From an optimization exercise on the open Yosys and OpenROAD flow, aimed at small area and a short achievable clock period; shortcuts taken in it are not production practice.
Where RTL was checked, it was by simulation tests only, not by an equivalence proof against the original.
Power and IR drop assume default switching activity.

## dacSubsystem
module dacSubsystem (
  input  logic             ck933,
  input  logic             rstN,
  input  logic             nCs,
  input  logic             nWe,
  input  logic             nRd,
  input  hostBusPkg::addrT addr,
  input  hostBusPkg::dataT wrData,
  output hostBusPkg::dataT rdData,
  input  dspPkg::sampleT   sample0,
  input  dspPkg::sampleT   sample1,
  input  dspPkg::sampleT   sample2,
  input  logic             sampleEn0,
  input  logic             sampleEn1,
  input  logic             sampleEn2,
  output logic             sclk,
  output logic             dacNCs0,
  output logic             dacNCs1,
  output logic             dacNCs2,
  output logic             sdioOut,
  output logic             sdioOe,
  input  logic             sdioIn,
  output dspPkg::dacWordT  dacWord0,
  output dspPkg::dacWordT  dacWord1,
  output dspPkg::dacWordT  dacWord2,
  output logic             dacRst,
  output logic             bsyncNLock,
  output logic             demodNLock
);
Settings: LEC_CHECK=0, ABC_CLOCK_PERIOD_IN_PS=3000, CAP_MARGIN=20, CORE_MARGIN=2, CORE_UTILIZATION=40, SETUP_SLACK_MARGIN=2.5, SLEW_MARGIN=20; clock period 6.0 ns.
run.sh (not shown) runs the stock make flow with config.mk's settings and CLKGATE_MAP_FILE= SYNTH_SCRIPT=/design/flow/synth_recipe.tcl, a recipe that flattens the netlist after the stock synthesis.
Next try:
Settings changed: SETUP_SLACK_MARGIN 2.5 to 3.2.
- The changed run passed the timing, design-rule and antenna checks
- die area is unchanged
- final cell count is higher by 3.6%
- design area is higher by 12%
- critical path depth is lower by 2
- count of clock-buffer cells in the layout is lower by 4
- combinational power is higher by 20%
- utilization is higher by 6.0 points
- worst hold slack barely changes
No run of this note included a check of the RTL's function; only the layout flow was run.

---

Another version of the RTL of dacSubsystem (not shown whole).
Size: ~370 flip-flops, roughly 0.023 mm2 of cells after synthesis.
Settings: LEC_CHECK=0, ABC_AREA=1, CAP_MARGIN=20, CORE_MARGIN=2, CORE_UTILIZATION=40, CTS_CLUSTER_DIAMETER=80, CTS_CLUSTER_SIZE=22, SETUP_SLACK_MARGIN=3.6, SLEW_MARGIN=20; clock period 6.0 ns.
standard.sh (not shown) runs the stock make flow with config.mk's settings and CLKGATE_MAP_FILE= SYNTH_SCRIPT=/design/flow/synth_recipe.tcl, a recipe that flattens the netlist after the stock synthesis.
==> flow/flow/run.sh <==
#!/bin/bash
# Standard synthesis without the full/half-adder cell mapping (registers are unchanged), then
# the standard layout; the resizer may pick any cell of the same function (not only one with
# the same footprint), and the port buffers are plain buffers.
set -euo pipefail
bash standard.sh ADDER_MAP_FILE= synth > synth.log 2>&1
bash standard.sh ADDER_MAP_FILE= MATCH_CELL_FOOTPRINT=0 "BUFFER_PORTS_ARGS=-buffer_cell sky130_fd_sc_hd__buf_1" finish > layout.log 2>&1
The starting point completed with no timing, DRC or antenna violations.
Next try:
Settings changed: SETUP_SLACK_MARGIN 3.6 to 3.5.
Effect:
- final cell count barely changes
- routed wire length grows by 0.37%
- clock power is lower by 15%
- global-route usage is about the same
- fmax goes down by 2.9%
- count of clock-buffer cells in the layout increases by 3
- power came out lower by 5.4%
- worst setup slack is worse by 0.071 ns
- final area goes down by 1.6%
Next try:
Settings changed: CTS_BUF_LIST set to sky130_fd_sc_hd__clkbuf_8, CTS_CLUSTER_DIAMETER 80 to 60, CTS_CLUSTER_SIZE 22 to 16, SETUP_SLACK_MARGIN 3.5 to 3.6.
=>
- The changed run finished clean
- utilization increases by 0.69 points
- via count increases by 0.48%
- cell count increases by 1.0%
- worst setup slack loses 0.039 ns
- die area does not change
Next try:
Settings changed: CTS_BUF_LIST sky130_fd_sc_hd__clkbuf_8 to not set, CTS_CLUSTER_DIAMETER 60 to 80, CTS_CLUSTER_SIZE 16 to 22, TNS_END_PERCENT set to 50.
Outcome: Setup slack improves by 0.052 ns. Design area hardly moves. Wire length is about the same. Sequential power stays flat. Final cell count falls by 0.95%. Register-to-register slack improves by 0.04 ns. Power rises by 2.0%. Combinational power hardly moves. Clock power rises by about 7%. Critical path depth does not change. Hold slack hardly moves.

---

## JK
dacSubsystem, a different RTL version from the one above (not shown whole).
For scale: roughly 3600 cells after synthesis, about 370 flip-flops, ~160 I/O pins, ~0.023 mm² of cells after synthesis.
Settings: LEC_CHECK=0, ABC_AREA=1, CAP_MARGIN=20, CORE_MARGIN=2, CORE_UTILIZATION=40, CTS_CLUSTER_DIAMETER=80, CTS_CLUSTER_SIZE=22, SETUP_SLACK_MARGIN=3.5, SLEW_MARGIN=20; clock period 6.0 ns.
Scripts as last shown in full above: flow/flow/run.sh
JK | status: complete | timing, DRC, antenna: pass
diff inputs: JK => MS
# JK
export LEC_CHECK = 0
export ABC_AREA = 1
export CAP_MARGIN = 20
export CORE_MARGIN = 2
export CORE_UTILIZATION = 40
export CTS_CLUSTER_DIAMETER = 80
export CTS_CLUSTER_SIZE = 22
export SETUP_SLACK_MARGIN = 3.5
export SLEW_MARGIN = 20
create_clock -name core_clock -period 6.0 [get_ports {ck933}]
# MS
export LEC_CHECK = 0
export ABC_AREA = 1
export CAP_MARGIN = 20
export CORE_MARGIN = 2
export CORE_UTILIZATION = 40
export CTS_CLUSTER_DIAMETER = 80
export CTS_CLUSTER_SIZE = 22
export SETUP_SLACK_MARGIN = 3.6
export SLEW_MARGIN = 20
create_clock -name core_clock -period 6.0 [get_ports {ck933}]
Findings:
- MS: done, clean on timing, DRC and antenna
- | clock share of power | JK vs MS | ≈ equal |
- JK and MS ended up with nearly the same full die area.
- Summary: final critical path time including I/O delays and setup, MS better than JK
- Diff JK..MS | fraction of registers with async set or reset after synthesis | unchanged
- [compare] base=JK new=MS: number of clock-tree buffers in the layout moved up, wire length reported by the detailed router moved up.
- On MS: sequential share of layout area is 0.33 points lower than what JK gave.
- Launch point of the critical path: hostRegs.rdData[12]$_DFFE_PP_ -> MS, hostRegs.rdData[0]$_DFFE_PP_ -> JK
- Slack of the critical path: MS vs JK up 0.036 ns
- Relative to JK, the overall global routing resource usage of MS is higher by 0.36 points.
- Higher register-to-register slack among JK and MS: MS
- Final cell count essentially unchanged between MS and JK.
[inputs] AL vs MS
# MS
export LEC_CHECK = 0
export ABC_AREA = 1
export CAP_MARGIN = 20
export CORE_MARGIN = 2
export CORE_UTILIZATION = 40
export CTS_CLUSTER_DIAMETER = 80
export CTS_CLUSTER_SIZE = 22
export SETUP_SLACK_MARGIN = 3.6
export SLEW_MARGIN = 20
create_clock -name core_clock -period 6.0 [get_ports {ck933}]
# AL
export LEC_CHECK = 0
export ABC_AREA = 1
export CAP_MARGIN = 20
export CORE_MARGIN = 2
export CORE_UTILIZATION = 40
export SETUP_SLACK_MARGIN = 3.5
export SLEW_MARGIN = 20
create_clock -name core_clock -period 6.0 [get_ports {ck933}]
--- outcome ---
- In AL, the internal reg-to-reg setup slack came out 0.16 ns below the value in MS.
- Looking at highest routed metal layer, the met5 result is from AL; the met4 one comes from MS.
- Share of total power consumed by net switching: higher on MS
- MS vs AL, path type of the worst setup path: register to output pin vs input port to register
- As far as worst hold slack is concerned, MS and AL perform about the same.
- AL vs MS on worst hold path depth: AL is the higher one.
- Diff MS -> AL | met1 layer usage reported by global route | increase of 0.91 points
- From MS to AL the numbers moved as follows: placer congestion estimate stayed essentially flat, post-layout minimum cycle time went up by 0.075 ns, non-clock buffer count went down, leakage power of the design moved up.
- Measured against MS, the internal power of AL comes out at 1.14 times the reference value.
- The combinational share of power of AL is lower than that of MS.

---

Another version of the RTL of dacSubsystem (not shown whole).
Size in the first run: about 3000 cells after synthesis, ~360 flip-flops, ~160 I/O pins.
export LEC_CHECK = 0
export ABC_AREA = 1
export CAP_MARGIN = 20
export CORE_MARGIN = 2
export CORE_UTILIZATION = 40
export SETUP_SLACK_MARGIN = 2.8
export SLEW_MARGIN = 20
create_clock -name core_clock -period 6.0 [get_ports {ck933}]
==> flow/flow/run.sh <==
#!/bin/bash
# Standard synthesis and layout; the resizer may pick any cell of the same function
# (not only one with the same footprint), and the port buffers are plain buffers.
set -euo pipefail
bash standard.sh synth > synth.log 2>&1
bash standard.sh MATCH_CELL_FOOTPRINT=0 "BUFFER_PORTS_ARGS=-buffer_cell sky130_fd_sc_hd__buf_2" finish > layout.log 2>&1
The starting point completed with no timing, DRC or antenna violations.
Then changed:
==> flow/run.sh (new file) <==
#!/bin/bash
# synth_recipe.tcl (not shown) runs the flow's synth.tcl, then flattens the netlist and writes it again
# the make line also repeats each setting of config.mk as NAME=value (left out here)
make -C /OpenROAD-flow-scripts/flow DESIGN_CONFIG=/design/flow/config.mk WORK_HOME=/design/flow/orfs CLKGATE_MAP_FILE= SYNTH_SCRIPT=/design/flow/synth_recipe.tcl finish
--- a/flow/config.mk
+++ b/flow/config.mk
@@ -10,4 +10,4 @@
 export CORE_MARGIN = 2
 export CORE_UTILIZATION = 40
-export SETUP_SLACK_MARGIN = 2.8
+export SETUP_SLACK_MARGIN = 2.6
 export SLEW_MARGIN = 20
removed: flow/flow/run.sh
removed: flow/standard.sh
Effect:
- via count is about the same
- cell area grows by 1.6%
- worst hold slack loses 0.0040 ns
- clock-buffer cell count rose by 4
- setup slack gains 0.077 ns
Function was not checked in any run of this note: the RTL went through the layout flow alone.

---

Another version of the RTL of dacSubsystem (not shown whole).
Size: ~3000 cells after synthesis, roughly 360 flip-flops, ~160 I/O pins, ~0.022 mm2 of cells after synthesis.
## dacSubsystem
module dacSubsystem (
  input  logic             ck933,
  input  logic             rstN,
  input  logic             nCs,
  input  logic             nWe,
  input  logic             nRd,
  input  hostBusPkg::addrT addr,
  input  hostBusPkg::dataT wrData,
  output hostBusPkg::dataT rdData,
  input  dspPkg::sampleT   sample0,
  input  dspPkg::sampleT   sample1,
  input  dspPkg::sampleT   sample2,
  input  logic             sampleEn0,
  input  logic             sampleEn1,
  input  logic             sampleEn2,
  output logic             sclk,
  output logic             dacNCs0,
  output logic             dacNCs1,
  output logic             dacNCs2,
  output logic             sdioOut,
  output logic             sdioOe,
  input  logic             sdioIn,
  output dspPkg::dacWordT  dacWord0,
  output dspPkg::dacWordT  dacWord1,
  output dspPkg::dacWordT  dacWord2,
  output logic             dacRst,
  output logic             bsyncNLock,
  output logic             demodNLock
);
Settings: LEC_CHECK=0, ABC_AREA=1, CAP_MARGIN=20, CORE_MARGIN=2, CORE_UTILIZATION=40, SETUP_SLACK_MARGIN=2.8, SLEW_MARGIN=20; clock period 6.0 ns.
==> flow/flow/run.sh <==
#!/bin/bash
# Standard synthesis and layout; the resizer may pick any cell of the same function
# (not only one with the same footprint), and the port buffers are plain buffers.
set -euo pipefail
bash standard.sh synth > synth.log 2>&1
bash standard.sh MATCH_CELL_FOOTPRINT=0 "BUFFER_PORTS_ARGS=-buffer_cell sky130_fd_sc_hd__buf_1" finish > layout.log 2>&1
Then changed:
==> flow/run.sh (new file) <==
#!/bin/bash
# synth_recipe.tcl (not shown) runs the flow's synth.tcl, then flattens the netlist and writes it again
# the make line also repeats each setting of config.mk as NAME=value (left out here)
make -C /OpenROAD-flow-scripts/flow DESIGN_CONFIG=/design/flow/config.mk WORK_HOME=/design/flow/orfs CLKGATE_MAP_FILE= SYNTH_SCRIPT=/design/flow/synth_recipe.tcl finish
removed: flow/flow/run.sh
removed: flow/standard.sh
Outcome: Via count drops by about 0.6%. Flip-flop and latch count is unchanged. Setup slack gets worse by 110 ps. Worst hold slack degrades by 13 ps. Global-route usage went up by 0.72 points. Area after synthesis does not change. Utilization rose by 1.5 points. Cell count barely changes. Combinational power hardly moves. Power climbs by 2.3%.
No functional check of the RTL was part of any run of this note.

---

dacSubsystem, a different RTL version from the one above (not shown whole).
Size: about 370 flip-flops, about 160 I/O pins.
clock: 6.0 ns
lec_check: 0
abc_area: 1
cap_margin: 20
core_margin: 2
core_utilization: 55
cts_cluster_diameter: 80
cts_cluster_size: 22
place_density: 0.7
setup_slack_margin: 3.5
slew_margin: 20
==> flow/flow/run.sh <==
#!/bin/bash
# Standard synthesis without the full/half-adder cell mapping (registers are unchanged), then
# the standard layout; the resizer may pick any cell of the same function (not only one with
# the same footprint), and the port buffers are plain buffers.
set -euo pipefail
bash standard.sh ADDER_MAP_FILE= synth > synth.log 2>&1
bash standard.sh ADDER_MAP_FILE= MATCH_CELL_FOOTPRINT=0 "BUFFER_PORTS_ARGS=-buffer_cell sky130_fd_sc_hd__buf_1" finish > layout.log 2>&1
Edit:
- CTS_CLUSTER_DIAMETER: 80 -> default
- CTS_CLUSTER_SIZE: 22 -> default
Outcome: The changed run completed without violations. Cell area rose by 2.9%. Combinational power stays flat. Global-route usage rose by 0.57 points. Worst hold slack degrades by 6.8 ps. Sequential share of layout area fell by 0.92 points. Utilization went up by 1.8 points. Total power increases by 18%. Flip-flop and latch count stays the same.
Edit:
- ABC_AREA: 1 -> default
- CORE_UTILIZATION: 55 -> 40
- CTS_CLUSTER_DIAMETER: default -> 80
- CTS_CLUSTER_SIZE: default -> 22
- PLACE_DENSITY: 0.7 -> default
After rerunning:
- sequential cell count is unchanged
- setup slack got worse by 1200 ps
- final area is higher by 5.5%
Edit:
- ABC_AREA: default -> 1
- CTS_CLUSTER_DIAMETER: 80 -> default
- CTS_CLUSTER_SIZE: 22 -> default
Result: The new run ran to the end with no violations. First-iteration DRC count is higher by 7.3%. Clock power is higher by 44%. Power is higher by 13%.

---

Starting RTL as in the previous note.
clock: 6.0 ns
lec_check: 0
abc_area: 1
cap_margin: 20
core_margin: 2
core_utilization: 40
cts_cluster_diameter: 80
cts_cluster_size: 22
setup_slack_margin: 3.7
slew_margin: 20
Scripts as last shown in full above: flow/flow/run.sh
The first run passed the timing, design-rule and antenna checks.
Then changed:
--- a/flow/config.mk
+++ b/flow/config.mk
@@ -14 +14 @@
-export SETUP_SLACK_MARGIN = 3.7
+export SETUP_SLACK_MARGIN = 3.5
=> The changed run completed without violations. Synthesized area is unchanged. Via count falls by 4.0%. Sequential share of layout area grows by 2.7 points. Non-clock buffer count drops by 115. Die area stays the same. Final cell count falls by 2.8%. Routed wire length fell by 7.2%. Power fell by 4.1%. Global-route usage went down by 0.46 points. Setup slack is worse by 110 ps.

## separate check: timing with driven ports
No port has a modelled driver above. Below, the same layouts with a new extraction and two added sets of constraints.
Step 1 (the two cells are an assumption about what drives the block):
set clk [get_ports {ck933}]
set_driving_cell -lib_cell sky130_fd_sc_hd__clkbuf_16 $clk
set_driving_cell -lib_cell sky130_fd_sc_hd__buf_2 [delete_from_list [all_inputs] $clk]
Step 2, shift: input delay + t, output delay - t, t = (earliest + latest rising clock arrival at the registers) / 2. This alone moves slack from input paths to output paths.
Three values: ideal, step 1, step 2; two values: the first two.
| run | t (ns) | setup WS [ns] | clock arrival spread, ns | cell pins on the clock port's net |
|---|---|---|---|---|
| the first run of note 1 | 0.627 | 2.524 / 2.524 / 1.982 | 0.029 / 0.029 | 1 |
| the second run of note 1 | 0.649 | 2.670 / 2.670 / 2.334 | 0.026 / 0.027 | 1 |
| the first run of note 2 | 0.649 | 3.582 / 3.522 / 3.055 | 0.023 / 0.023 | 1 |
| the second run of note 2 | 0.617 | 3.511 / 3.454 / 3.000 | 0.030 / 0.029 | 1 |
| the third run of note 2 | 0.720 | 3.471 / 3.416 / 3.007 | 0.053 / 0.053 | 1 |
| the fourth run of note 2 | 0.643 | 3.524 / 3.469 / 3.064 | 0.029 / 0.029 | 1 |
| JK | 0.653 | 3.562 / 3.501 / 2.932 | 0.019 / 0.019 | 1 |
| MS | 0.655 | 3.599 / 3.537 / 2.999 | 0.029 / 0.028 | 1 |
| AL | 0.637 | 3.524 / 3.501 / 2.926 | 0.025 / 0.025 | 1 |
| the first run of note 4 | 0.636 | 2.506 / 2.506 / 2.315 | 0.037 / 0.036 | 1 |
| the second run of note 4 | 0.633 | 2.583 / 2.583 / 2.093 | 0.033 / 0.033 | 1 |
| the first run of note 5 | 0.631 | 2.640 / 2.640 / 2.336 | 0.036 / 0.035 | 1 |
| the second run of note 5 | 0.631 | 2.530 / 2.529 / 2.013 | 0.022 / 0.022 | 1 |
| the first run of note 6 | 0.649 | 3.440 / 3.464 / 2.815 | 0.027 / 0.027 | 1 |
| the second run of note 6 | 0.633 | 3.454 / 3.471 / 2.839 | 0.021 / 0.021 | 1 |
| the third run of note 6 | 0.643 | 2.299 / 2.308 / 1.676 | 0.023 / 0.022 | 1 |
| the fourth run of note 6 | 0.645 | 3.418 / 3.455 / 2.810 | 0.020 / 0.019 | 1 |
| the first run of note 7 | 0.636 | 3.545 / 3.556 / 2.934 | 0.024 / 0.024 | 1 |
| the second run of note 7 | 0.633 | 3.439 / 3.471 / 2.837 | 0.036 / 0.035 | 1 |
After both steps setup and hold are still met in every run listed. The setup slack of JK, which loses most, moves by -0.061 ns with the drivers and by -0.630 ns with both steps.
